What follows belongs to an exercise in optimizing a design on an open flow for small area; a production flow would make more cautious choices.
The RTL was checked by simulation tests, not by an equivalence proof against the original design.
No activity file was given, so power comes from the tool's default toggle rates.

==> flow/design.v <==
`timescale 1ns/1ps
module fu_fifo #(
    parameter int unsigned W = (4 + 6 + 2 * 64)
)(
    input  logic          clk,
    input  logic          reset,
    input  logic          wr_i,
    input  logic [W-1:0]  pkt_i,
    output logic          full_o,
    input  logic          rd_en_i,
    output logic [W-1:0]  pkt_o,
    output logic          empty_o
);
    logic [W-1:0] ent_q [4];
    logic [2:0]   cnt_q;
    logic         rd;
    logic [2:0]   wpos;
    logic [3:0]   wr_e, sh_e, keep_e;
    assign empty_o = (cnt_q == 3'd0);
    assign full_o  = cnt_q[2];
    assign rd      = rd_en_i && !empty_o;
    assign wpos    = cnt_q - {2'b0, rd};
    for (genvar i = 0; i < 4; i++) begin : g_sel
        assign wr_e[i]   = wr_i && (wpos == 3'(i));
        assign sh_e[i]   = rd && !wr_e[i];
        assign keep_e[i] = !rd && !wr_e[i];
    end
    always_ff @(posedge clk or posedge reset) begin
        if (reset) begin
            cnt_q <= '0;
        end else begin
            case ({wr_i, rd})
                2'b10:   cnt_q <= cnt_q + 3'd1;
                2'b01:   cnt_q <= cnt_q - 3'd1;
                default: cnt_q <= cnt_q;
            endcase
        end
    end
    always_ff @(posedge clk) begin
        for (int i = 0; i < 3; i++) begin
            ent_q[i] <= ({W{keep_e[i]}} & ent_q[i])
                      | ({W{sh_e[i]}}   & ent_q[i+1])
                      | ({W{wr_e[i]}}   & pkt_i);
        end
        ent_q[3] <= ({W{keep_e[3]}} & ent_q[3]) | ({W{wr_e[3]}} & pkt_i);
    end
    assign pkt_o = ent_q[0];
endmodule
`timescale 1ns/1ps
module fu_fifo_bank (
    input  logic                                 clk,
    input  logic                                 reset,
    input  logic [2*(4 + 6 + 2 * 64)-1:0]    issue_pkt_i,
    input  logic [6-1:0]                   fu_sel0_i,
    input  logic [6-1:0]                   fu_sel1_i,
    output logic [6-1:0]                   fu_full_o,
    input  logic [6-1:0]                   fu_rd_en_i,
    output logic [6*(4 + 6 + 2 * 64)-1:0]         fu_pkt_o,
    output logic [6-1:0]                   fu_empty_o
);
    localparam int PB = (4 + 6 + 2 * 64);
    localparam int LB = PB - 4;
    logic [PB-1:0] slot0, slot1;
    assign slot0 = issue_pkt_i[0 +: PB];
    assign slot1 = issue_pkt_i[PB +: PB];
    for (genvar u = 0; u < 3; u++) begin : g_alu
        logic [PB-1:0] wpkt;
        assign wpkt = ({PB{fu_sel0_i[u]}} & slot0) | ({PB{fu_sel1_i[u]}} & slot1);
        fu_fifo #(.W(PB)) i_fu_fifo (
            .clk     (clk),
            .reset   (reset),
            .wr_i    (fu_sel0_i[u] | fu_sel1_i[u]),
            .pkt_i   (wpkt),
            .full_o  (fu_full_o[u]),
            .rd_en_i (fu_rd_en_i[u]),
            .pkt_o   (fu_pkt_o[u*PB +: PB]),
            .empty_o (fu_empty_o[u])
        );
    end
    for (genvar u = 3; u < 5; u++) begin : g_fixed
        logic [LB-1:0] wpkt;
        assign wpkt = ({LB{fu_sel0_i[u]}} & slot0[LB-1:0]) | ({LB{fu_sel1_i[u]}} & slot1[LB-1:0]);
        fu_fifo #(.W(LB)) i_fu_fifo (
            .clk     (clk),
            .reset   (reset),
            .wr_i    (fu_sel0_i[u] | fu_sel1_i[u]),
            .pkt_i   (wpkt),
            .full_o  (fu_full_o[u]),
            .rd_en_i (fu_rd_en_i[u]),
            .pkt_o   (fu_pkt_o[u*PB +: LB]),
            .empty_o (fu_empty_o[u])
        );
        assign fu_pkt_o[u*PB + LB +: 4] = (u == 3) ? 4'd6 : 4'd7;
    end
    begin : g_br
        localparam int u = 5;
        logic [LB:0] wpkt, rpkt;
        assign wpkt = ({(LB+1){fu_sel0_i[u]}} & slot0[LB:0]) | ({(LB+1){fu_sel1_i[u]}} & slot1[LB:0]);
        fu_fifo #(.W(LB+1)) i_fu_fifo (
            .clk     (clk),
            .reset   (reset),
            .wr_i    (fu_sel0_i[u] | fu_sel1_i[u]),
            .pkt_i   (wpkt),
            .full_o  (fu_full_o[u]),
            .rd_en_i (fu_rd_en_i[u]),
            .pkt_o   (rpkt),
            .empty_o (fu_empty_o[u])
        );
        assign fu_pkt_o[u*PB +: PB] = {3'b100, rpkt};
    end
endmodule
`timescale 1ns/1ps
module issue_dispatch (
    input  logic                                 clk,
    input  logic                                 reset,
    input  logic [2-1:0]              issue_valid_i,
    input  logic [2*(4 + 6 + 2 * 64)-1:0]    issue_pkt_i,
    input  logic [6-1:0]                   fu_full_i,
    output logic [6-1:0]                   fu_sel0_o,
    output logic [6-1:0]                   fu_sel1_o,
    output logic                                 stall_o
);
    localparam logic [3:0] OP_MUL = 4'd6;
    localparam logic [3:0] OP_LD  = 4'd7;
    localparam logic [3:0] OP_BEQ = 4'd8;
    localparam logic [3:0] OP_BNE = 4'd9;
    localparam int ALU0    = 0;
    localparam int ALU1    = 1;
    localparam int ALU2    = 2;
    localparam int MUL0    = 3;
    localparam int LOAD0   = 4;
    localparam int BRANCH0 = 5;
    logic [6-1:0]            slot_cand  [2];
    logic [3:0]                    slot_op    [2];
    logic [2-1:0]       pending;
    logic [2-1:0]       accepted;
    logic [2-1:0]       done_q, done_d;
    logic [6-1:0]            free_ok;
    logic [6-1:0]            sel [2];
    logic [6-1:0]            taken;
    always_comb begin
        for (int s = 0; s < 2; s++) begin
            slot_op[s]   = issue_pkt_i[s*(4 + 6 + 2 * 64) + (4 + 6 + 2 * 64) - 4 +: 4];
            slot_cand[s] = '0;
            case (slot_op[s])
                OP_MUL:         slot_cand[s][MUL0]    = 1'b1;
                OP_LD:          slot_cand[s][LOAD0]   = 1'b1;
                OP_BEQ, OP_BNE: slot_cand[s][BRANCH0] = 1'b1;
                default: begin
                    slot_cand[s][ALU0] = 1'b1;
                    slot_cand[s][ALU1] = 1'b1;
                    slot_cand[s][ALU2] = 1'b1;
                end
            endcase
        end
    end
    assign pending = issue_valid_i & ~done_q;
    assign free_ok = ~fu_full_i;
    always_comb begin
        taken    = '0;
        accepted = '0;
        for (int s = 0; s < 2; s++) begin
            sel[s] = '0;
            for (int q = 0; q < 6; q++) begin
                if (pending[s] && !accepted[s] && slot_cand[s][q] &&
                    free_ok[q] && !taken[q]) begin
                    sel[s][q]   = 1'b1;
                    taken[q]    = 1'b1;
                    accepted[s] = 1'b1;
                end
            end
        end
    end
    assign fu_sel0_o = sel[0];
    assign fu_sel1_o = sel[1];
    assign stall_o = |(pending & ~accepted);
    assign done_d = stall_o ? (done_q | accepted) : '0;
    always_ff @(posedge clk or posedge reset) begin
        if (reset) begin
            done_q <= '0;
        end else begin
            done_q <= done_d;
        end
    end
endmodule
`timescale 1ns/1ps
module issue_stage_top (
    input  logic                                 clk,
    input  logic                                 reset,
    input  logic [2-1:0]              issue_valid_i,
    input  logic [2*(4 + 6 + 2 * 64)-1:0]    issue_pkt_i,
    output logic                                 stall_o,
    input  logic [6-1:0]                   fu_rd_en_i,
    output logic [6*(4 + 6 + 2 * 64)-1:0]         fu_pkt_o,
    output logic [6-1:0]                   fu_empty_o
);
    logic [6-1:0] fu_sel0, fu_sel1, fu_full;
    issue_dispatch i_issue_dispatch (
        .clk           (clk),
        .reset         (reset),
        .issue_valid_i (issue_valid_i),
        .issue_pkt_i   (issue_pkt_i),
        .fu_full_i     (fu_full),
        .fu_sel0_o     (fu_sel0),
        .fu_sel1_o     (fu_sel1),
        .stall_o       (stall_o)
    );
    fu_fifo_bank i_fu_fifo_bank (
        .clk         (clk),
        .reset       (reset),
        .issue_pkt_i (issue_pkt_i),
        .fu_sel0_i   (fu_sel0),
        .fu_sel1_i   (fu_sel1),
        .fu_full_o   (fu_full),
        .fu_rd_en_i  (fu_rd_en_i),
        .fu_pkt_o    (fu_pkt_o),
        .fu_empty_o  (fu_empty_o)
    );
endmodule
==> flow/config.mk <==
export PLATFORM = sky130hd
export DESIGN_NAME = issue_stage_top
export DESIGN_NICKNAME = issue_stage_top
export VERILOG_FILES = /design/flow/design.v
export SDC_FILE = /design/flow/constraint.sdc
export NUM_CORES = 4
export LEC_CHECK = 0
export CAP_MARGIN = 20
export CORE_MARGIN = 2
export CORE_UTILIZATION = 50
export PLACE_DENSITY = 0.62
export SLEW_MARGIN = 20
==> flow/constraint.sdc <==
create_clock -name core_clock -period 5.5 [get_ports {clk}]
set_input_delay 1.1000 -clock core_clock [delete_from_list [all_inputs] [get_ports {clk}]]
set_output_delay 1.1000 -clock core_clock [all_outputs]
set_load 0.01 [all_outputs]
standard.sh (not shown) runs the stock make flow with config.mk's settings and CLKGATE_MAP_FILE= SYNTH_SCRIPT=/design/flow/synth_recipe.tcl, a recipe that flattens the netlist after the stock synthesis.
==> flow/flow/run.sh <==
#!/bin/bash
# Own layout flow: the standard ORFS flow with three changes:
#  - synthesis is synth_recipe.tcl with only the ABC mapping script swapped
#    for an area-oriented one (flow/area.script); registers are untouched
#  - port buffers use the smallest buffer cell
#  - clock tree built from small clock buffers, without dummy loads
# Every tool's output goes to a log file in this folder.
set -euo pipefail
W=$PWD
F=$W/flow

# Synthesis script: the standard flow's, sourcing ORFS's synth.tcl with the abc call
# pointed at our script
sed "s#log_cmd abc {\*}\$abc_args#set abc_args [lreplace \$abc_args 1 1 $F/area.script]\n  log_cmd abc {*}\$abc_args#" \
    "$FLOW_HOME/scripts/synth.tcl" > "$W/own_synth_core.tcl"
grep -q "area.script" "$W/own_synth_core.tcl"
sed "s#\$::env(SCRIPTS_DIR)/synth.tcl#$W/own_synth_core.tcl#" "$W/synth_recipe.tcl" > "$W/own_synth.tcl"
grep -q "own_synth_core.tcl" "$W/own_synth.tcl"

ARGS=(
  "SYNTH_SCRIPT=$W/own_synth.tcl"
  "BUFFER_PORTS_ARGS=-buffer_cell sky130_fd_sc_hd__buf_1"
)
if [[ -f $F/cts_args ]]; then
  ARGS+=("CTS_ARGS=$(cat $F/cts_args)")
fi

bash "$W/standard.sh" "${ARGS[@]}" finish > "$W/own_flow_make.log" 2>&1
==> flow/flow/area.script <==
strash
dch -f
&get -n
&dch -f
&nf -p -R 1000
&put
topo
stime -c
==> flow/flow/cts_args <==
-sink_clustering_enable -repair_clock_nets -dont_use_dummy_load -buf_list {sky130_fd_sc_hd__clkbuf_16} -sink_clustering_size 24 -sink_clustering_max_diameter 80
Change:
- CAP_MARGIN: 20 -> 5
- GPL_TIMING_DRIVEN: not set -> 0
- SLEW_MARGIN: 20 -> 5
The changed run ran to the end with violations: negative setup slack.
Die area is unchanged.
Via count went up by 3.1%.
Critical path depth does not change.
Final area went up by 4.7%.
Worst setup slack gets worse by 0.43 ns.
Synthesized cell count is unchanged.
First-iteration DRC count went up by 13%.
Change:
==> flow/flow/cts_args (replaced) <==
-sink_clustering_enable -repair_clock_nets -dont_use_dummy_load -buf_list {sky130_fd_sc_hd__clkbuf_16} -sink_clustering_size 28 -sink_clustering_max_diameter 60
- CAP_MARGIN: 5 -> 20
- CORE_UTILIZATION: 50 -> 62
- GPL_TIMING_DRIVEN: 0 -> not set
- PLACE_DENSITY: 0.62 -> 0.72
- SLEW_MARGIN: 5 -> 20
Outcome: Now the flow completed without violations. Cell count decreases by 5.7%. Wire length decreases by 5.7%. Final area decreases by 5.1%. Count of clock-buffer cells in the layout increases by 16. Synthesized area is unchanged. Global-route usage increases by 7.6 points.
Change:
==> flow/flow/cts_args (replaced) <==
-sink_clustering_enable -repair_clock_nets -dont_use_dummy_load -buf_list {sky130_fd_sc_hd__clkbuf_16} -sink_clustering_size 26 -sink_clustering_max_diameter 90
- CAP_MARGIN: 20 -> 10
- CORE_UTILIZATION: 62 -> 50
- PLACE_DENSITY: 0.72 -> 0.62
- SLEW_MARGIN: 20 -> 10
Effect: Sequential power is about the same. Wire length goes up by 0.66%. Final area barely changes. Non-clock buffer count goes up by 33. Combinational power is about the same. Flip-flop and latch count does not change. Sequential share of layout area goes down by 0.13 points. Via count goes down by 3.7%.

==> what the ideal ports hide <==
In the flow no input, the clock included, has a driving cell. The finished layouts below were timed again as built, in two steps.
Step 1 sets driving cells, clkbuf_16 on the clock port and buf_2 on the other inputs (assumed; they add their load-dependent delay and slew).
Step 2 moves the port delays by t, midway between the first and last clock arrival at a register: inputs arrive t later, outputs are due t later. That takes back most of the time a late clock gives input paths.
Three values: ideal, step 1, step 2; two values: the first two.
| run | t (ns) | setup slack, ns | hold slack, ns | worst slew at a driven data input, ns |
|---|---|---|---|---|
| the first run | 0.944 | 0.301 / 0.280 / 0.280 | 0.137 / 0.055 / 0.453 | 0.21 |
| the second run | 0.939 | -0.134 / -0.158 / -0.749 | 0.285 / 0.205 / 0.457 | 0.33 |
| the third run | 0.985 | 0.434 / 0.410 / 0.193 | 0.263 / 0.179 / 0.455 | 0.33 |
| the fourth run | 0.923 | 0.316 / 0.296 / 0.296 | 0.323 / 0.245 / 0.457 | 0.21 |
For the second run, which loses most, drivers alone change the setup slack by -0.024 ns; drivers and shift together by -0.615 ns.
